This design comes from an exercise in tuning for small area and a short achievable clock period on the open sky130 flow, not from production work.
At most, simulation tests tie the RTL to the original design; equivalence was not proved.
Function not checked in runs 1 and 2: the RTL went through the layout flow alone.
Power figures rest on the tool's default switching activity, not on a simulated workload.

`flow/flow/run.sh`:
```
#!/bin/bash
# The standard layout, with plain buf_1 cells as the port buffers instead of
# the delay cells buffer_ports picks by default. Every port still gets its
# own buffer.
set -euo pipefail
export BUFFER_PORTS_ARGS="-buffer_cell sky130_fd_sc_hd__buf_1"
export SETUP_SLACK_MARGIN=5
export SKIP_GATE_CLONING=1
bash standard.sh > standard_flow.log 2>&1
```
`flow/standard.sh`:
```
#!/bin/bash
# synth_recipe.tcl (not shown) runs the flow's synth.tcl, then flattens the netlist and writes it again
# the make line also repeats each setting of config.mk as NAME=value (left out here)
make -C /OpenROAD-flow-scripts/flow DESIGN_CONFIG=/design/flow/config.mk WORK_HOME=/design/flow/orfs CLKGATE_MAP_FILE= SYNTH_SCRIPT=/design/flow/synth_recipe.tcl "${@:-finish}"
```
`flow/config.mk`:
```
export PLATFORM = sky130hd
export DESIGN_NAME = norm_rnd
export DESIGN_NICKNAME = norm_rnd
export VERILOG_FILES = /design/flow/design.v
export SDC_FILE = /design/flow/constraint.sdc
export NUM_CORES = 4
export LEC_CHECK = 0
export ABC_AREA = 0
export CAP_MARGIN = 20
export CORE_MARGIN = 2
export CORE_UTILIZATION = 30
export SLEW_MARGIN = 20
export SYNTH_HIERARCHICAL = 1
export SYNTH_MINIMUM_KEEP_SIZE = 0
export TNS_END_PERCENT = 100
```
`flow/constraint.sdc`:
```
create_clock -name core_clock -period 14.0 [get_ports {clk}]
set_input_delay 2.8000 -clock core_clock [delete_from_list [all_inputs] [get_ports {clk}]]
set_output_delay 2.8000 -clock core_clock [all_outputs]
set_load 0.01 [all_outputs]
```
`flow/design.v`:
```
`timescale 1ns/1ps
`default_nettype none
module lead_zero_count
(
    input  wire  [105:0] fract,
    output logic [6:0]   count
);
    logic [127:0] x;
    logic [63:0]  v1;  logic [63:0]  c1;    
    logic [31:0]  v2;  logic [63:0]  c2;    
    logic [15:0]  v3;  logic [47:0]  c3;    
    logic [7:0]   v4;  logic [31:0]  c4;    
    logic [3:0]   v5;  logic [19:0]  c5;    
    logic [1:0]   v6;  logic [11:0]  c6;    
    assign x = {fract, 1'b1, 21'b0};
    always_comb
    begin
        for (int i = 0; i < 64; i++)
        begin
            v1[i] = x[2*i+1] | x[2*i];
            c1[i] = ~x[2*i+1];
        end
        for (int i = 0; i < 32; i++)
        begin
            v2[i] = v1[2*i+1] | v1[2*i];
            c2[2*i+:2] = v1[2*i+1] ? {1'b0, c1[2*i+1]} : {1'b1, c1[2*i]};
        end
        for (int i = 0; i < 16; i++)
        begin
            v3[i] = v2[2*i+1] | v2[2*i];
            c3[3*i+:3] = v2[2*i+1] ? {1'b0, c2[2*(2*i+1)+:2]} : {1'b1, c2[2*(2*i)+:2]};
        end
        for (int i = 0; i < 8; i++)
        begin
            v4[i] = v3[2*i+1] | v3[2*i];
            c4[4*i+:4] = v3[2*i+1] ? {1'b0, c3[3*(2*i+1)+:3]} : {1'b1, c3[3*(2*i)+:3]};
        end
        for (int i = 0; i < 4; i++)
        begin
            v5[i] = v4[2*i+1] | v4[2*i];
            c5[5*i+:5] = v4[2*i+1] ? {1'b0, c4[4*(2*i+1)+:4]} : {1'b1, c4[4*(2*i)+:4]};
        end
        for (int i = 0; i < 2; i++)
        begin
            v6[i] = v5[2*i+1] | v5[2*i];
            c6[6*i+:6] = v5[2*i+1] ? {1'b0, c5[5*(2*i+1)+:5]} : {1'b1, c5[5*(2*i)+:5]};
        end
        count = v6[1] ? {1'b0, c6[11:6]} : {1'b1, c6[5:0]};
    end
endmodule
`default_nettype wire
`timescale 1ns/1ps
`default_nettype none
module normalizer
(
    input  wire  [105:0] fract_in,
    input  wire  [10:0]  exp_in,
    output logic [52:0]  trunc_n_out,  
    output logic         guard_n_out,  
    output logic         sticky_out,   
    output logic [10:0]  exp_out,      
    output logic [10:0]  exp_inc_out,  
    output logic         denorm_out,
    output logic         kill_out,     
    output logic         exp_ovf_out,  
    output logic         exp_top_out   
);
    logic [10:0]  e1;        
    logic [6:0]   lz;
    logic [6:0]   sh;        
    logic [6:0]   bit_gt;    
    logic         limited;   
    assign e1 = {exp_in[10:1], exp_in[0] | ~|exp_in[10:1]};
    lead_zero_count u_lzc
    (
        .fract (fract_in),
        .count (lz)
    );
    logic [6:0] bit_lt;      
    logic [7:0] gt_above;    
    logic [7:0] lt_above;
    always_comb
    begin
        for (int k = 0; k < 7; k++)
        begin
            bit_gt[k] = lz[k] & ~e1[k];
            bit_lt[k] = ~lz[k] & e1[k];
        end
        for (int k = 0; k <= 7; k++)
        begin
            gt_above[k] = 1'b0;
            lt_above[k] = |e1[10:7];
            for (int j = k; j < 7; j++)
            begin
                logic no_lt, no_gt;
                no_lt = 1'b1;
                no_gt = 1'b1;
                for (int i = j + 1; i < 7; i++)
                begin
                    no_lt = no_lt & ~bit_lt[i];
                    no_gt = no_gt & ~bit_gt[i];
                end
                gt_above[k] = gt_above[k] | (~|e1[10:7] & bit_gt[j] & no_lt);
                lt_above[k] = lt_above[k] | (bit_lt[j] & no_gt);
            end
        end
        for (int k = 0; k < 7; k++)
            sh[k] = lt_above[k+1] ? lz[k] : gt_above[k+1] ? e1[k] : (lz[k] & e1[k]);
        limited = gt_above[0];
    end
    logic [52:0] trunc_n;
    logic        guard_n;
    norm_shift u_shift
    (
        .fract     (fract_in),
        .sh        (sh),
        .sh_n      (~sh),
        .trunc_n   (trunc_n),
        .guard_n   (guard_n),
        .sticky    (sticky_out)
    );
    assign trunc_n_out = trunc_n;
    assign guard_n_out = guard_n;
    assign denorm_out  = limited;
    assign exp_out     = exp_in + 11'd1 - {4'b0, sh};
    assign exp_inc_out = exp_in + 11'd2 - {4'b0, sh};
    assign kill_out    = ~|exp_in & ~fract_in[105] & ~fract_in[104];
    assign exp_ovf_out = fract_in[105] & (&exp_in[10:1]);
    assign exp_top_out = (&exp_in[10:2]) &
                         ((fract_in[105] & (exp_in[1:0] == 2'd1 | exp_in[1:0] == 2'd2)) |
                          (~fract_in[105] & fract_in[104] & exp_in[1]) |
                          (fract_in[105:103] == 3'b001 & exp_in[1:0] == 2'd3));
endmodule
module norm_shift
(
    input  wire  [105:0] fract,
    input  wire  [6:0]   sh,
    input  wire  [6:0]   sh_n,
    output logic [52:0]  trunc_n,    
    output logic         guard_n,    
    output logic         sticky      
);
    logic [105:0] q6, q5, q4, q3, q2, q1, q0;    
    logic [5:0]   drop;
    shift_step #(.K(64), .LO(0),  .POS(1)) u_s6 (.d(fract), .s(sh[6]), .s_n(sh_n[6]), .q(q6));
    shift_step #(.K(32), .LO(21), .POS(0)) u_s5 (.d(q6),    .s(sh[5]), .s_n(sh_n[5]), .q(q5));
    shift_step #(.K(16), .LO(37), .POS(1)) u_s4 (.d(q5),    .s(sh[4]), .s_n(sh_n[4]), .q(q4));
    shift_step #(.K(8),  .LO(45), .POS(0)) u_s3 (.d(q4),    .s(sh[3]), .s_n(sh_n[3]), .q(q3));
    shift_step #(.K(4),  .LO(49), .POS(1)) u_s2 (.d(q3),    .s(sh[2]), .s_n(sh_n[2]), .q(q2));
    shift_step #(.K(2),  .LO(51), .POS(0)) u_s1 (.d(q2),    .s(sh[1]), .s_n(sh_n[1]), .q(q1));
    shift_step #(.K(1),  .LO(52), .POS(1)) u_s0 (.d(q1),    .s(sh[0]), .s_n(sh_n[0]), .q(q0));
    always_comb
    begin
        drop[5] = sh_n[5] & (~&q6[20:1] | (~q6[0] & |sh[4:0]));
        drop[4] = sh_n[4] & |q5[36:21];
        drop[3] = sh_n[3] & ~&q4[44:37];
        drop[2] = sh_n[2] & |q3[48:45];
        drop[1] = sh_n[1] & ~&q2[50:49];
        drop[0] = sh_n[0] & q1[51];
    end
    assign trunc_n = q0[105:53];
    assign guard_n = q0[52];
    assign sticky  = |drop;
endmodule
module shift_step
#(
    parameter int K   = 1,
    parameter int LO  = 0,
    parameter bit POS = 1'b1
)
(
    input  wire  [105:0] d,
    input  wire          s,
    input  wire          s_n,
    output logic [105:0] q
);
    always_comb
    begin
        for (int i = 0; i < 106; i++)
        begin
            if (i < LO)
                q[i] = 1'b0;
            else if (i >= 106 - K)
            begin
                if (i < K)
                    q[i] = ~d[i];
                else if (POS)
                    q[i] = ~(d[i] | (s & d[i-K]));
                else
                    q[i] = ~(d[i] & (s_n | d[i-K]));
            end
            else if (i >= K)
                q[i] = ~((d[i-K] | s_n) & (d[i] | s));
            else if (POS)
                q[i] = ~(d[i] & s_n);
            else
                q[i] = ~(d[i] | s);
        end
    end
endmodule
`default_nettype wire
`timescale 1ns/1ps
`default_nettype none
module rounder
(
    input  wire          clk,
    input  wire          reset,
    input  wire          sign,
    input  wire  [1:0]   r_mode,
    input  wire  [52:0]  in_trunc_n,   
    input  wire          in_guard_n,   
    input  wire          in_sticky,
    input  wire  [10:0]  in_exp,       
    input  wire  [10:0]  in_exp_inc,   
    input  wire          in_denorm,
    input  wire          in_kill,
    input  wire          in_exp_ovf,
    input  wire          in_exp_top,   
    output logic [52:0]  fract_out,
    output logic [10:0]  exp_out,
    output logic         dn_out,
    output logic         ine_out,
    output logic         overflow_out,
    output logic         infinite_out
);
    logic [52:0] in_trunc;
    logic        in_guard;
    logic        inexact;
    logic        round_inc;
    logic        away;
    logic        mode_inf;
    logic        ovf_up;
    logic [52:0] fract_hold;
    logic [52:0] fract_up;
    logic [10:0] exp_hold;
    logic [10:0] exp_up;
    logic        overflow;
    logic        to_inf;
    logic [52:0] fract_next;
    logic [10:0] exp_next;
    assign in_trunc = ~in_trunc_n;
    assign in_guard = ~in_guard_n;
    assign inexact  = in_guard | in_sticky;
    assign away     = ((r_mode == 2'd2) & ~sign) | ((r_mode == 2'd3) & sign);
    assign mode_inf = (r_mode == 2'd0) | away;
    assign round_inc = ((r_mode == 2'd0) & in_guard & (in_sticky | in_trunc[0])) |
                       (away & inexact);
    logic [7*53-1:0] pre;
    logic [52:0]     all;
    always_comb
    begin
        pre[52:0] = in_trunc;
        for (int l = 1; l < 7; l++)
            for (int i = 0; i < 53; i++)
                if (((i >> (l - 1)) & 1) == 1)
                    pre[53*l + i] = pre[53*(l-1) + i] &
                                    pre[53*(l-1) + ((i >> (l - 1)) << (l - 1)) - 1];
                else
                    pre[53*l + i] = pre[53*(l-1) + i];
        all = pre[7*53-1:6*53];
    end
    assign ovf_up     = in_exp_ovf | (all[52] & in_exp_top);
    assign fract_hold = in_exp_ovf ? {53{~mode_inf}} : in_trunc;
    assign fract_up   = ovf_up ? {53{~mode_inf}} :
                        ((in_trunc ^ {all[51:0], 1'b1}) | {all[52], 52'b0});
    assign exp_hold   = in_exp_ovf ? {10'h3FF, mode_inf} : in_exp;
    assign exp_up     = ovf_up ? {10'h3FF, mode_inf} : (all[52] ? in_exp_inc : in_exp);
    assign overflow   = round_inc ? ovf_up : in_exp_ovf;
    assign to_inf     = overflow & mode_inf;
    assign fract_next = in_kill ? '0 : round_inc ? fract_up : fract_hold;
    assign exp_next   = in_kill ? 11'd1 : round_inc ? exp_up : exp_hold;
    always_ff @(posedge clk)
    begin
        if (reset)
        begin
            fract_out    <= '0;
            exp_out      <= '0;
            dn_out       <= 1'b0;
            ine_out      <= 1'b0;
            overflow_out <= 1'b0;
            infinite_out <= 1'b0;
        end
        else
        begin
            fract_out    <= fract_next;
            exp_out      <= exp_next;
            dn_out       <= in_denorm;
            ine_out      <= (inexact & ~in_kill) | overflow;
            overflow_out <= overflow;
            infinite_out <= to_inf;
        end
    end
endmodule
`default_nettype wire
`timescale 1ns/1ps
`default_nettype none
module norm_rnd
(
    input  wire          clk,
    input  wire          reset,
    input  wire  [105:0] fract_in,
    input  wire  [10:0]  exp_in,
    input  wire          sign,
    input  wire  [1:0]   r_mode,
    output logic [52:0]  fract_out,
    output logic [10:0]  exp_out,
    output logic         dn_out,
    output logic         ine_out,
    output logic         overflow_out,
    output logic         infinite_out
);
    logic [52:0] nb_trunc_n;
    logic        nb_guard_n;
    logic        nb_sticky;
    logic [10:0] nb_exp;
    logic [10:0] nb_exp_inc;
    logic        nb_denorm;
    logic        nb_kill;
    logic        nb_exp_ovf;
    logic        nb_exp_top;
    normalizer u_normalizer
    (
        .fract_in    (fract_in),
        .exp_in      (exp_in),
        .trunc_n_out (nb_trunc_n),
        .guard_n_out (nb_guard_n),
        .sticky_out  (nb_sticky),
        .exp_out     (nb_exp),
        .exp_inc_out (nb_exp_inc),
        .denorm_out  (nb_denorm),
        .kill_out    (nb_kill),
        .exp_ovf_out (nb_exp_ovf),
        .exp_top_out (nb_exp_top)
    );
    rounder u_rounder
    (
        .clk          (clk),
        .reset        (reset),
        .sign         (sign),
        .r_mode       (r_mode),
        .in_trunc_n   (nb_trunc_n),
        .in_guard_n   (nb_guard_n),
        .in_sticky    (nb_sticky),
        .in_exp       (nb_exp),
        .in_exp_inc   (nb_exp_inc),
        .in_denorm    (nb_denorm),
        .in_kill      (nb_kill),
        .in_exp_ovf   (nb_exp_ovf),
        .in_exp_top   (nb_exp_top),
        .fract_out    (fract_out),
        .exp_out      (exp_out),
        .dn_out       (dn_out),
        .ine_out      (ine_out),
        .overflow_out (overflow_out),
        .infinite_out (infinite_out)
    );
endmodule
`default_nettype wire
```
==> flow_summary_export.csv, run 1 <==
group,metric,value,unit
clock_network,cts_max_level,3,
finish,area.sequential,1360,um^2
run_status,status,"finished clean",
floorplan,die_w,187,um
floorplan,die-height,187,um
global_routing,grt_pass1_wl,65.8,mm
floorplan,die_area,35100,um^2
critical_path,critical-path-top-delay-family,"simple AND/OR/NAND/NOR gates",
sta,slew_violations,0,
finish,multi_input_comb_area,7920,um^2
clock_network,cts_buffer_depth,2,
placed_design,portBuffers,189,
clock_network,cts_tree,"done",
critical_path,critPathMostFrequentCell,"o22ai_1",
pwr,switchingPower,321,uW
synthesis,synth_warnings,17,
pwr,share_comb_of_total_power,0.428,
min_path,min_path_cells,2,
critical_path,path_cells,"buf_1 > or4_4 > nand4bb_4 > nand2b_4 > nor3_4 > buf_4 > nor2b_2 > nor2b_4 > o21ai_1 > and2_4 > buf_12 > o22ai_1 > o22ai_1 > o22ai_1 > o22ai_1 > o22ai_1 > o22ai_1 > nor4_1 > buf_4 > nand4_1 > nor2_4 > a21oi_4 > or3_1 > nor3_1",
critical_path,required,14.25,ns
pwr,pwr-share-clk,0.304,
clock_network,clkTransAtPathRegs,0.05,ns
global_routing,grt_max_degree,71,
sta,max_slew_margin,0.388,
finish,nFillCells,3678,
finish,antenna_cells,0,
floorplan,core-area,33300,um^2
finish,drive_above_1_share,0.132,
route,wl,43.5,mm
pwr,seq_power_share,0.268,
placed_design,placed_cells,1959,
route,wire_per_inst,21.9,um
clock_network,numCtsBuffers,9,
sta,tightest_slew,0.894,ns
global_routing,overflow,0,
critical_path,critPathBufInv,4,
synthesis,synth_area,10100,um^2
sta,clock.fmax,113,MHz
placed_design,placed_area,10700,um^2
pwr,ir_worst_vdd,0.0627,mV
pwr,internal_power,501,uW
route,via_per_inst,6.33,
finish,stdcell_count,1989,
floorplan,rows,67,
min_path,hold_start,"reset",
finish,final_nets,1687,
finish,finalInstanceArea,11500,um^2
global_routing,grt_pass1_vias,11300,
floorplan,ioPinCount,190,
run,drv_cap,0,
floorplan,initial_core_util,0.303,
sta,setup_tns,0,ns
route,drtAntennaViolNets,0,
sta,setup_viol,0,
pwr,total_power,822,uW
min_path,whs_endpoint,"u_rounder.dn_out",
min_path,hold_class,"in2reg",
pwr,powerDensity,71.4,nW/um^2
sta,rsz0062_at_grt,"yes",
finish,area_growth,14.2,%
critical_path,path_max_fanout,61,
global_routing,antenna_found_initial,0,
critical_path,critPathSlowestCell,"or4_4",
clock_network,clock-sinks,68,
global_routing,track_usage,0.234,
pwr,switching_share,0.390,
synthesis,syn-instance-count,1419,
route,num_vias,12600,
critical_path,critPathCaptureType,"register",
critical_path,worstSetupPathType,"in2reg",
sta,hold_viol_final,0,
route,firstDrtPassIters,6,
route,drc_errors,0,
placed_design,hpwl,34.3,mm
clock_network,root_buffer,"clkbuf_16",
placed_design,place.gp.congestion,1.06,
pwr,p_leak,3.89,nW
synthesis,synth.net_count,1570,
critical_path,cp_data_arrival_time,9.07,ns
critical_path,max_stage_delay,0.64,ns
sta,min_period,8.82,ns
route,dr.first_iter.drc_count,1555,
sta,period_share,0.630,
synthesis,synth.avg_cell_area,7.11,um^2
clock_network,cts-hold-fix-buffers,0,
critical_path,worstSetupStartpointType,"input pin",
## cell usage in the layout, fill, tap and decap left out, drive strengths merged, types with 4 or more instances in the layout
| cell type | count |
|---|---|
| a2111oi | 4 |
| a211oi | 15 |
| a21o | 4 |
| a21oi | 146 |
| a22oi | 4 |
| a31oi | 25 |
| a41oi | 4 |
| and2 | 5 |
| and3 | 4 |
| and4 | 4 |
| buf | 224 |
| clkbuf | 13 |
| dfxtp | 68 |
| ha | 27 |
| inv | 65 |
| mux2i | 15 |
| nand2 | 75 |
| nand2b | 15 |
| nand3 | 23 |
| nand3b | 5 |
| nand4 | 21 |
| nand4b | 8 |
| nor2 | 109 |
| nor2b | 16 |
| nor3 | 31 |
| nor4 | 44 |
| nor4b | 5 |
| o21ai | 100 |
| o21ba | 4 |
| o21bai | 10 |
| o22ai | 307 |
| o31a | 6 |
| o31ai | 15 |
| o32a | 4 |
| or2 | 14 |
| or3 | 16 |
| or4 | 17 |
| xnor2 | 12 |
| xor2 | 11 |
## cell type report
| cell class | count | area share |
|---|---|---|
| clock buffer | 13 | 0.0226 |
| clock inverter | 3 | 0.00598 |
| inverter | 66 | 0.0223 |
| sequential | 68 | 0.118 |
| timing repair buffer | 224 | 0.0946 |
| multi-input combinational | 1167 | 0.688 |
| tap | 448 | 0.0487 |
## power by group through the flow
| stage | Clock, mW | Combinational, mW | Sequential, mW |
|---|---|---|---|
| floorplan | 0 | 0.212 | 0.235 |
| global placement | 0 | 0.331 | 0.225 |
| detailed placement | 0 | 0.332 | 0.225 |
| CTS | 0.256 | 0.336 | 0.221 |
| global route | 0.262 | 0.381 | 0.222 |
| finish | 0.250 | 0.352 | 0.220 |
## worst max-delay path by stage
stage | start | end | slack [ns] | cells past startpoint
after floorplan | fract_in[100] | u_rounder.fract_out[25] | 5.69 | 27
after global routing | fract_in[104] | u_rounder.fract_out[40] | 4.95 | 27
after CTS | fract_in[104] | u_rounder.fract_out[47] | 5.00 | 26
after detailed placement | fract_in[104] | u_rounder.fract_out[40] | 3.19 | 25
final | fract_in[104] | u_rounder.infinite_out | 5.18 | 24
after global placement | fract_in[104] | u_rounder.fract_out[40] | 3.17 | 25
## registers in the layout (all words and copies together) (netlist names)
| signal | flops |
|---|---|
| u_rounder.dn_out | 1 |
| u_rounder.fract_out | 53 |
| u_rounder.ine_out | 1 |
| u_rounder.overflow_out | 1 |
| u_rounder.infinite_out | 1 |
| u_rounder.exp_out | 11 |
## routing by layer
metal | track usage | wire, um | share of wire | up-vias
met5 | 0 | 0 | 0 | -
met4 | 0.0760 | 1440 | 0.033 | 0
met3 | 0.0326 | 3540 | 0.081 | 107
met2 | 0.388 | 20200 | 0.46 | 708
met1 | 0.312 | 18300 | 0.42 | 5981
li1 | - | - | - | 5794
## metrics by stage
step	hold slack, ns	util	setup WS (ns)
2_1_floorplan	2.87	-	5.69
3_3_place_gp	3.19	0.320	3.17
3_5_place_dp	3.19	0.320	3.19
4_1_cts	2.90	0.335	5.00
5_1_grt	2.91	0.346	4.95
6_report	2.90	0.346	5.18
## repair_timing
item | CTS | global route
endpoints found under the setup margin | 67 | 61
buffers inserted | 6 | 8
resized for setup | 24 | 61
endpoints found under the hold margin | 0 | 0
pin swaps | 6 | 6
==> run 2: changes to the inputs <==
--- a/flow/design.v
+++ b/flow/design.v
@@ -5,4 +5,13 @@
     input  wire  [105:0] fract,
-    output logic [6:0]   count
+    input  wire  [10:0]  max_count,
+    output logic [6:0]   shift,
+    output logic         limited
 );
+    logic [6:0]   count;
+    logic [6:0]   lz;
+    logic [10:0]  e1;
+    logic [6:0]   sh;
+    logic [6:0]   bit_gt;    
+    assign lz = count;
+    assign e1 = max_count;
     logic [127:0] x;
@@ -49,31 +58,2 @@
     end
-endmodule
-`default_nettype wire
-`timescale 1ns/1ps
-`default_nettype none
-module normalizer
-(
-    input  wire  [105:0] fract_in,
-    input  wire  [10:0]  exp_in,
-    output logic [52:0]  trunc_n_out,  
-    output logic         guard_n_out,  
-    output logic         sticky_out,   
-    output logic [10:0]  exp_out,      
-    output logic [10:0]  exp_inc_out,  
-    output logic         denorm_out,
-    output logic         kill_out,     
-    output logic         exp_ovf_out,  
-    output logic         exp_top_out   
-);
-    logic [10:0]  e1;        
-    logic [6:0]   lz;
-    logic [6:0]   sh;        
-    logic [6:0]   bit_gt;    
-    logic         limited;   
-    assign e1 = {exp_in[10:1], exp_in[0] | ~|exp_in[10:1]};
-    lead_zero_count u_lzc
-    (
-        .fract (fract_in),
-        .count (lz)
-    );
     logic [6:0] bit_lt;      
@@ -92,3 +72,3 @@
             lt_above[k] = |e1[10:7];
-            for (int j = k; j < 7; j++)
+            for (int j = 0; j < 7; j++)
             begin
@@ -97,9 +77,15 @@
                 no_gt = 1'b1;
-                for (int i = j + 1; i < 7; i++)
+                for (int i = 0; i < 7; i++)
+                begin
+                    if (i > j)
+                    begin
+                        no_lt = no_lt & ~bit_lt[i];
+                        no_gt = no_gt & ~bit_gt[i];
+                    end
+                end
+                if (j >= k)
                 begin
-                    no_lt = no_lt & ~bit_lt[i];
-                    no_gt = no_gt & ~bit_gt[i];
+                    gt_above[k] = gt_above[k] | (~|e1[10:7] & bit_gt[j] & no_lt);
+                    lt_above[k] = lt_above[k] | (bit_lt[j] & no_gt);
                 end
-                gt_above[k] = gt_above[k] | (~|e1[10:7] & bit_gt[j] & no_lt);
-                lt_above[k] = lt_above[k] | (bit_lt[j] & no_gt);
             end
@@ -110,2 +96,32 @@
     end
+    assign shift = sh;
+endmodule
+`default_nettype wire
+`timescale 1ns/1ps
+`default_nettype none
+module normalizer
+(
+    input  wire  [105:0] fract_in,
+    input  wire  [10:0]  exp_in,
+    output logic [52:0]  trunc_n_out,  
+    output logic         guard_n_out,  
+    output logic         sticky_out,   
+    output logic [10:0]  exp_out,      
+    output logic [10:0]  exp_inc_out,  
+    output logic         denorm_out,
+    output logic         kill_out,     
+    output logic         exp_ovf_out,  
+    output logic         exp_top_out   
+);
+    logic [10:0]  e1;        
+    logic [6:0]   sh;        
+    logic         limited;   
+    assign e1 = {exp_in[10:1], exp_in[0] | ~|exp_in[10:1]};
+    lead_zero_count u_lzc
+    (
+        .fract     (fract_in),
+        .max_count (e1),
+        .shift     (sh),
+        .limited   (limited)
+    );
     logic [52:0] trunc_n;
@@ -229,9 +245,4 @@
     logic        round_inc;
-    logic        away;
-    logic        mode_inf;
-    logic        ovf_up;
-    logic [52:0] fract_hold;
-    logic [52:0] fract_up;
-    logic [10:0] exp_hold;
-    logic [10:0] exp_up;
+    logic        carry;
+    logic [52:0] fract_rnd;
     logic        overflow;
@@ -243,30 +254,49 @@
     assign inexact  = in_guard | in_sticky;
-    assign away     = ((r_mode == 2'd2) & ~sign) | ((r_mode == 2'd3) & sign);
-    assign mode_inf = (r_mode == 2'd0) | away;
-    assign round_inc = ((r_mode == 2'd0) & in_guard & (in_sticky | in_trunc[0])) |
-                       (away & inexact);
-    logic [7*53-1:0] pre;
-    logic [52:0]     all;
     always_comb
     begin
-        pre[52:0] = in_trunc;
-        for (int l = 1; l < 7; l++)
-            for (int i = 0; i < 53; i++)
-                if (((i >> (l - 1)) & 1) == 1)
-                    pre[53*l + i] = pre[53*(l-1) + i] &
-                                    pre[53*(l-1) + ((i >> (l - 1)) << (l - 1)) - 1];
-                else
-                    pre[53*l + i] = pre[53*(l-1) + i];
-        all = pre[7*53-1:6*53];
+        case (r_mode)
+            2'd0:    round_inc = in_guard & (in_sticky | in_trunc[0]);
+            2'd1:    round_inc = 1'b0;
+            2'd2:    round_inc = inexact & ~sign;
+            default: round_inc = inexact & sign;
+        endcase
+    end
+    logic [52:0] pre1, pre2, pre3, pre4, pre5, all;
+    always_comb
+    begin
+        for (int i = 0; i < 53; i++)
+            pre1[i] = (((i >> 0) & 1) == 1) ? in_trunc[i] & in_trunc[((i >> 0) << 0) - 1] : in_trunc[i];
+        for (int i = 0; i < 53; i++)
+            pre2[i] = (((i >> 1) & 1) == 1) ? pre1[i] & pre1[((i >> 1) << 1) - 1] : pre1[i];
+        for (int i = 0; i < 53; i++)
+            pre3[i] = (((i >> 2) & 1) == 1) ? pre2[i] & pre2[((i >> 2) << 2) - 1] : pre2[i];
+        for (int i = 0; i < 53; i++)
+            pre4[i] = (((i >> 3) & 1) == 1) ? pre3[i] & pre3[((i >> 3) << 3) - 1] : pre3[i];
+        for (int i = 0; i < 53; i++)
+            pre5[i] = (((i >> 4) & 1) == 1) ? pre4[i] & pre4[((i >> 4) << 4) - 1] : pre4[i];
+        for (int i = 0; i < 53; i++)
+            all[i]  = (((i >> 5) & 1) == 1) ? pre5[i] & pre5[((i >> 5) << 5) - 1] : pre5[i];
+    end
+    assign carry     = round_inc & all[52];
+    assign fract_rnd = (in_trunc ^ ({53{round_inc}} & {all[51:0], 1'b1})) | {carry, 52'b0};
+    assign overflow = in_exp_ovf | (carry & in_exp_top);
+    assign to_inf   = overflow & ((r_mode == 2'd0) | ((r_mode == 2'd2) & ~sign) |
+                                  ((r_mode == 2'd3) & sign));
+    always_comb
+    begin
+        if (to_inf | in_kill)
+            fract_next = '0;
+        else if (overflow)
+            fract_next = '1;
+        else
+            fract_next = fract_rnd;
+        if (to_inf)
+            exp_next = 11'h7FF;
+        else if (overflow)
+            exp_next = 11'h7FE;
+        else if (in_kill)
+            exp_next = 11'd1;
+        else
+            exp_next = carry ? in_exp_inc : in_exp;
     end
-    assign ovf_up     = in_exp_ovf | (all[52] & in_exp_top);
-    assign fract_hold = in_exp_ovf ? {53{~mode_inf}} : in_trunc;
-    assign fract_up   = ovf_up ? {53{~mode_inf}} :
-                        ((in_trunc ^ {all[51:0], 1'b1}) | {all[52], 52'b0});
-    assign exp_hold   = in_exp_ovf ? {10'h3FF, mode_inf} : in_exp;
-    assign exp_up     = ovf_up ? {10'h3FF, mode_inf} : (all[52] ? in_exp_inc : in_exp);
-    assign overflow   = round_inc ? ovf_up : in_exp_ovf;
-    assign to_inf     = overflow & mode_inf;
-    assign fract_next = in_kill ? '0 : round_inc ? fract_up : fract_hold;
-    assign exp_next   = in_kill ? 11'd1 : round_inc ? exp_up : exp_hold;
     always_ff @(posedge clk)
==> flow/flow/run.sh (replaced) <==
#!/bin/bash
# The standard layout (standard.sh, synthesis through finish), with three
# ORFS settings passed through the environment:
# - every port still gets its own buffer, but a plain buf_1 instead of the
#   delay cell that buffer_ports picks by default;
# - timing repair aims for 5 ns of setup slack (a 9 ns period);
# - timing repair does not clone gates.
# standard.sh's output goes to standard_flow.log here; ORFS keeps each step's
# own log under orfs/logs.
set -euo pipefail
export BUFFER_PORTS_ARGS="-buffer_cell sky130_fd_sc_hd__buf_1"
export SETUP_SLACK_MARGIN=5
export SKIP_GATE_CLONING=1
bash standard.sh > standard_flow.log 2>&1
==> run 2 against run 1 <==
Compared with the run above: global-route usage up 0.61 points; clock power down 4%; flip-flop and latch count unchanged; final cell count down 5.1%; total power down 4.1%; sequential power about the same; worst setup slack better by 0.059 ns; first-iteration DRC count down 8.4%; combinational power down 6.2%; non-clock buffer count up 16; synthesized area down 4.4%; largest cell class unchanged.
==> flow_summary_export.csv, run 2 <==
group,metric,value,unit
critical_path,worstSetupPathType,"in2reg",
clock_network,root_buffer,"clkbuf_16",
finish,reg_top3,"u_rounder.fract_out x53, u_rounder.exp_out x11",
global_routing,overflow,0,
route,firstDrtPassIters,8,
floorplan,die-height,183,um
run_status,status,"finished clean",
route,wl_met3,3.48,mm
floorplan,rows,65,
clock_network,clkTransAtPathRegs,0.06,ns
finish,largest_register,"u_rounder.fract_out",
critical_path,worstSetupStartpointType,"input pin",
finish,multi_input_comb_area,7560,um^2
clock_network,clock-sinks,68,
route,route.met2.wl,19.2,mm
global_routing,grt_pass1_vias,10600,
sta,hold_ws,2.75,ns
clock_network,cts-hold-fix-buffers,0,
finish,largest_reg_flops,53,
finish,final_nets,1634,
placed_design,placed_area,10100,um^2
sta,setup_viol,0,
placed_design,hpwl,33.5,mm
route,drtAntennaViolNets,0,
route,num_vias,11900,
finish,nFillCells,3427,
synthesis,syn-instance-count,1346,
sta,hold_viol_final,0,
critical_path,cp_data_arrival_time,9.01,ns
floorplan,core-area,31600,um^2
finish,drive_above_1_share,0.164,
sta,rsz0062_at_grt,"no",
pwr,share_comb_of_total_power,0.418,
clock_network,numCtsBuffers,9,
route,wire_per_inst,23.0,um
critical_path,required,14.25,ns
floorplan,ioPinCount,190,
min_path,hold_class,"in2reg",
pwr,powerDensity,68.9,nW/um^2
run,drv_cap,0,
route,via_per_inst,6.29,
pwr,total_power,788,uW
synthesis,synth_area,9650,um^2
global_routing,antenna_found_initial,0,
pwr,ir_worst_vdd,0.0442,mV
floorplan,die_area,33600,um^2
finish,finalInstanceArea,11400,um^2
sta,worst_slack,5.23,ns
clock_network,cts_buffer_depth,2,
finish,layout_commonest_cell,"o22ai_1",
finish,antenna_cells,0,
sta,setup_tns,0,ns
route,wl,43.3,mm
placed_design,portBuffers,189,
route,wl_met1,19.0,mm
critical_path,path_max_fanout,77,
finish,area_growth,18.6,%
synthesis,synth.net_count,1498,
route,topRoutingLayerUsed,"met4",
finish,most-common-layout-cells,"o22ai_1 (258), buf_1 (187), a21oi_1 (103), nor2_1 (85), nand2_1 (81)",
pwr,p_leak,3.99,nW
placed_design,place.gp.congestion,0.971,
synthesis,synth_warnings,16,
pwr,switching_share,0.380,
pwr,pwr-share-clk,0.304,
finish,final_core_util,0.362,
pwr,seq_power_share,0.278,
clock_network,cts_tree,"done",
global_routing,grt_max_degree,78,
route,drc_errors,0,
sta,min_period,8.77,ns
finish,stdcell_count,1888,
clock_network,cts_max_level,3,
pwr,switchingPower,299,uW
floorplan,die_w,183,um
sta,clock.fmax,114,MHz
sta,period_share,0.626,
placed_design,post-place-ws,2.64,ns
floorplan,initial_core_util,0.305,
global_routing,grt_pass1_wl,62.8,mm
critical_path,critPathCaptureType,"register",
sta,slew_violations,0,
pwr,internal_power,489,uW
finish,area.sequential,1360,um^2
route,dr.first_iter.drc_count,1424,
synthesis,synth.avg_cell_area,7.17,um^2
global_routing,track_usage,0.240,
sta,max_slew_margin,0.428,
placed_design,placed_cells,1840,
sta,tightest_slew,0.852,ns
run 2: changes by cell type in the layout (fill, tap and decap cells not counted), moves of 10 or more:
cell      previous run  this run
nor2_1             106        85
o21ai_0             61        46
o22ai_2             34        52
nor4_1              34        15
nor4_2               5        17
o211ai_1             1        11
o22ai_1            273       258
a31oi_1             24         6
inv_1               63        75
o21ai_2              2        12
run 2: power groups by stage:
stage	registers, mW	clock network [mW]	logic [mW]
after floorplan	0.233	0	0.194
after CTS	0.219	0.245	0.310
after detailed placement	0.223	0	0.302
after global routing	0.221	0.253	0.357
after global placement	0.224	0	0.301
final	0.219	0.240	0.330
run 2: path summary, 6_finish.rpt:
kind                                   to  slack, ns  cells past startpoint    startpoint
setup / recovery  u_rounder.fract_out[10]       5.23                     24  fract_in[84]
hold / removal           u_rounder.dn_out       2.75                      2         reset
run 2: final cells by class:
class	count	share of cell area
Clock buffer	11	0.0212
Inverter	78	0.0263
Tap cell	402	0.0440
Clock inverter	4	0.00645
Timing Repair Buffer	240	0.122
Sequential cell	68	0.119
Multi-Input combinational cell	1085	0.661
run 2: repair_timing:
action	CTS	global route
pin swaps	9	6
buffers inserted	18	15
cloned	0	0
resized for setup	54	82
setup endpoints to repair	67	67
run 2: worst max-delay path, cell delays in order:
cell and delay (ns):
buf_1 0.23, nor4_1 0.43, nand4_1 0.33, nor2_1 0.40, o21ai_0 0.26, nor2_4 0.15, buf_12 0.20, inv_2 0.06
buf_12 0.20, o21ai_0 0.29, o22ai_1 0.24, o22ai_4 0.24, o22ai_1 0.16, o22ai_1 0.25, o22ai_1 0.14, or4_4 0.57
or4_4 0.45, nor4_2 0.22, nand4_1 0.18, buf_4 0.18, o31a_4 0.37, nand2b_4 0.21, buf_12 0.19, a21oi_1 0.15
run 2: per-layer routing:
metal  up-vias  GRT usage
li1       5530          -
met1      5595      0.329
met2       635      0.382
met3       111     0.0375
met4         0     0.0832
met5         -          0
==> run 3: changes to the inputs <==
--- a/flow/design.v
+++ b/flow/design.v
@@ -5,13 +5,4 @@
     input  wire  [105:0] fract,
-    input  wire  [10:0]  max_count,
-    output logic [6:0]   shift,
-    output logic         limited
+    output logic [6:0]   count
 );
-    logic [6:0]   count;
-    logic [6:0]   lz;
-    logic [10:0]  e1;
-    logic [6:0]   sh;
-    logic [6:0]   bit_gt;    
-    assign lz = count;
-    assign e1 = max_count;
     logic [127:0] x;
@@ -58,2 +49,31 @@
     end
+endmodule
+`default_nettype wire
+`timescale 1ns/1ps
+`default_nettype none
+module normalizer
+(
+    input  wire  [105:0] fract_in,
+    input  wire  [10:0]  exp_in,
+    output logic [52:0]  trunc_n_out,  
+    output logic         guard_n_out,  
+    output logic         sticky_out,   
+    output logic [10:0]  exp_out,      
+    output logic [10:0]  exp_inc_out,  
+    output logic         denorm_out,
+    output logic         kill_out,     
+    output logic         exp_ovf_out,  
+    output logic         exp_top_out   
+);
+    logic [10:0]  e1;        
+    logic [6:0]   lz;
+    logic [6:0]   sh;        
+    logic [6:0]   bit_gt;    
+    logic         limited;   
+    assign e1 = {exp_in[10:1], exp_in[0] | ~|exp_in[10:1]};
+    lead_zero_count u_lzc
+    (
+        .fract (fract_in),
+        .count (lz)
+    );
     logic [6:0] bit_lt;      
@@ -96,32 +116,2 @@
     end
-    assign shift = sh;
-endmodule
-`default_nettype wire
-`timescale 1ns/1ps
-`default_nettype none
-module normalizer
-(
-    input  wire  [105:0] fract_in,
-    input  wire  [10:0]  exp_in,
-    output logic [52:0]  trunc_n_out,  
-    output logic         guard_n_out,  
-    output logic         sticky_out,   
-    output logic [10:0]  exp_out,      
-    output logic [10:0]  exp_inc_out,  
-    output logic         denorm_out,
-    output logic         kill_out,     
-    output logic         exp_ovf_out,  
-    output logic         exp_top_out   
-);
-    logic [10:0]  e1;        
-    logic [6:0]   sh;        
-    logic         limited;   
-    assign e1 = {exp_in[10:1], exp_in[0] | ~|exp_in[10:1]};
-    lead_zero_count u_lzc
-    (
-        .fract     (fract_in),
-        .max_count (e1),
-        .shift     (sh),
-        .limited   (limited)
-    );
     logic [52:0] trunc_n;
==> run 3 against run 2 <==
Compared with the run above: sequential share of layout area down 0.65 points; global-route usage shrank 0.43 points; clock power fell by 16%; count of clock-buffer cells in the layout down 2; final cell count up 1.4%; sequential power barely moved; synthesized cell count fell by 0.52%; synthesized area decreased by 0.42%; utilization grew 2.2 points; worst setup slack lost 0.12 ns; cell area increased by 5.8%; still clean.
==> flow_summary_export.csv, run 3 <==
group,metric,value,unit
min_path,hold_start,"reset",
clock_network,clock-sinks,68,
min_path,hold_class,"in2reg",
placed_design,placed_area,10100,um^2
critical_path,critPathBufInv,6,
floorplan,die-height,183,um
finish,reg_top3,"u_rounder.fract_out x53, u_rounder.exp_out x11",
finish,final_nets,1659,
finish,most-common-layout-cells,"o22ai_1 (232), buf_1 (187), a21oi_1 (117), nor2_1 (79), nand2_1 (79)",
critical_path,critPathSlowestCell,"or4_4",
clock_network,root_buffer,"clkbuf_16",
finish,area_growth,26.0,%
synthesis,synth_warnings,17,
clock_network,numCtsBuffers,9,
floorplan,rows,65,
finish,largest_reg_flops,53,
floorplan,core-area,31600,um^2
critical_path,required,14.24,ns
route,wl,42.8,mm
global_routing,grt_pass1_wl,62.4,mm
sta,setup_viol,0,
sta,slew_violations,0,
synthesis,synth.net_count,1489,
finish,layout_commonest_cell,"o22ai_1",
sta,period_share,0.635,
finish,drive_above_1_share,0.214,
finish,finalInstanceArea,12100,um^2
finish,largest_register,"u_rounder.fract_out",
sta,max_slew_margin,0.305,
critical_path,cp_data_arrival_time,9.13,ns
sta,min_period,8.89,ns
route,firstDrtPassIters,6,
finish,final_core_util,0.384,
run_status,status,"finished clean",
pwr,powerDensity,62.6,nW/um^2
finish,antenna_cells,0,
floorplan,ioPinCount,190,
min_path,min_path_cells,2,
placed_design,post-place-ws,2.75,ns
placed_design,place.gp.congestion,1.01,
placed_design,hpwl,32.1,mm
route,drc_errors,0,
synthesis,synth_area,9610,um^2
critical_path,worstSetupStartpointType,"input pin",
route,via_per_inst,6.24,
critical_path,critical-path-top-delay-family,"simple AND/OR/NAND/NOR gates",
sta,rsz0062_at_grt,"no",
clock_network,cts_tree,"done",
floorplan,die_w,183,um
sta,setup_tns,0,ns
run,drv_cap,0,
sta,worst_slack,5.11,ns
critical_path,worstSetupPathType,"in2reg",
critical_path,startpoint,"fract_in[88]",
synthesis,syn-instance-count,1339,
critical_path,path_max_fanout,77,
floorplan,die_area,33500,um^2
global_routing,overflow,0,
route,drtAntennaViolNets,0,
critical_path,critPathCaptureType,"register",
clock_network,cts_max_level,3,
route,num_vias,12000,
sta,hold_viol_final,0,
clock_network,cts_buffer_depth,2,
pwr,p_leak,4.30,nW
floorplan,initial_core_util,0.304,
finish,nFillCells,3403,
sta,clock.fmax,113,MHz
global_routing,grt_max_degree,78,
route,wire_per_inst,22.3,um
route,dr.first_iter.drc_count,1080,
critical_path,max_stage_delay,0.57,ns
global_routing,antenna_found_initial,0,
min_path,whs_endpoint,"u_rounder.dn_out",
placed_design,portBuffers,189,
global_routing,grt_pass1_vias,11100,
synthesis,synth.avg_cell_area,7.17,um^2
sta,tightest_slew,1.02,ns
global_routing,track_usage,0.236,
pwr,ir_worst_vdd,0.0514,mV
clock_network,clkTransAtPathRegs,0.06,ns
[run 3: cell type report]
cell class              instances  area, um^2  area share
well taps                     402         503      0.0416
clock buffers                   9         225      0.0186
multi-input cells            1088        7980       0.660
repair buffers                273        1690       0.140
inverters                      69         297      0.0245
flip-flops and latches         68        1360       0.112
clock inverters                 6        42.5     0.00351
[run 3: report_power, final]
part / total [mW] / internal (mW) / switching (mW)
clock: 0.201 / 0.118 / 0.0825
sequential: 0.219 / 0.213 / 0.00581
combinational: 0.337 / 0.122 / 0.215
[run 3: per-stage QoR]
step	cells	total power, mW	hold WS, ns
floorplan	1339	0.421	2.87
global placement	1835	0.519	3.14
detailed placement	1835	0.519	3.15
CTS	1870	0.730	2.81
global route	1915	0.802	2.84
finish	1915	0.757	2.81
[run 3: worst max-delay path by stage]
| stage | endpoint | depth (start not counted) |
|---|---|---|
| floorplan | u_rounder.fract_out[1] | 25 |
| global placement | u_rounder.fract_out[30] | 26 |
| detailed placement | u_rounder.fract_out[10] | 26 |
| CTS | u_rounder.exp_out[9] | 27 |
| global route | u_rounder.exp_out[9] | 28 |
| finish | u_rounder.fract_out[6] | 27 |
[run 3: metal layers]
| metal | up-vias | wire length [um] | global-route usage |
|---|---|---|---|
| met5 | - | 0 | 0 |
| met4 | 0 | 1360 | 0.0710 |
| met3 | 87 | 3110 | 0.0473 |
| met2 | 549 | 20400 | 0.405 |
| met1 | 5763 | 17900 | 0.297 |
| li1 | 5555 | - | - |
[run 3: repair_timing]
item                                    4_1_cts  5_1_grt
endpoints found under the setup margin       67       67
hold buffers                                  0        0
setup buffers                                20       45
gates resized for setup                      95      131
pin swaps                                     8       30

-- what the ideal ports hide --
How much do the figures lean on ideal ports? The routed layouts below were timed once more, with nothing changed but the port constraints. Step 1 assumes that a clkbuf_16 drives the clock port and a buf_2 every other input. Step 2 moves the port delays by t, midway between the first and last clock arrival at a register: inputs arrive t later, outputs are due t later. That takes back most of the time a late clock gives input paths. Slacks: no drivers / after step 1 / after step 2; pairs: no drivers / after step 1.
| run | t, ns | slack for setup (ns) | hold WS [ns] | worst setup path after step 2 | pins driven straight from the clock port |
|---|---|---|---|---|---|
| run 1 | 0.386 | 5.175 / 5.203 / 4.817 | 2.904 / 2.891 / 3.201 | input to register | 1 |
| run 2 | 0.370 | 5.234 / 5.255 / 4.885 | 2.750 / 2.743 / 3.114 | input to register | 1 |
| run 3 | 0.365 | 5.111 / 5.133 / 4.767 | 2.809 / 2.802 / 3.167 | input to register | 1 |
After both steps setup and hold are still met in every run listed. The setup slack of run 1, which loses most, moves by +0.028 ns with the drivers and by -0.358 ns with both steps.
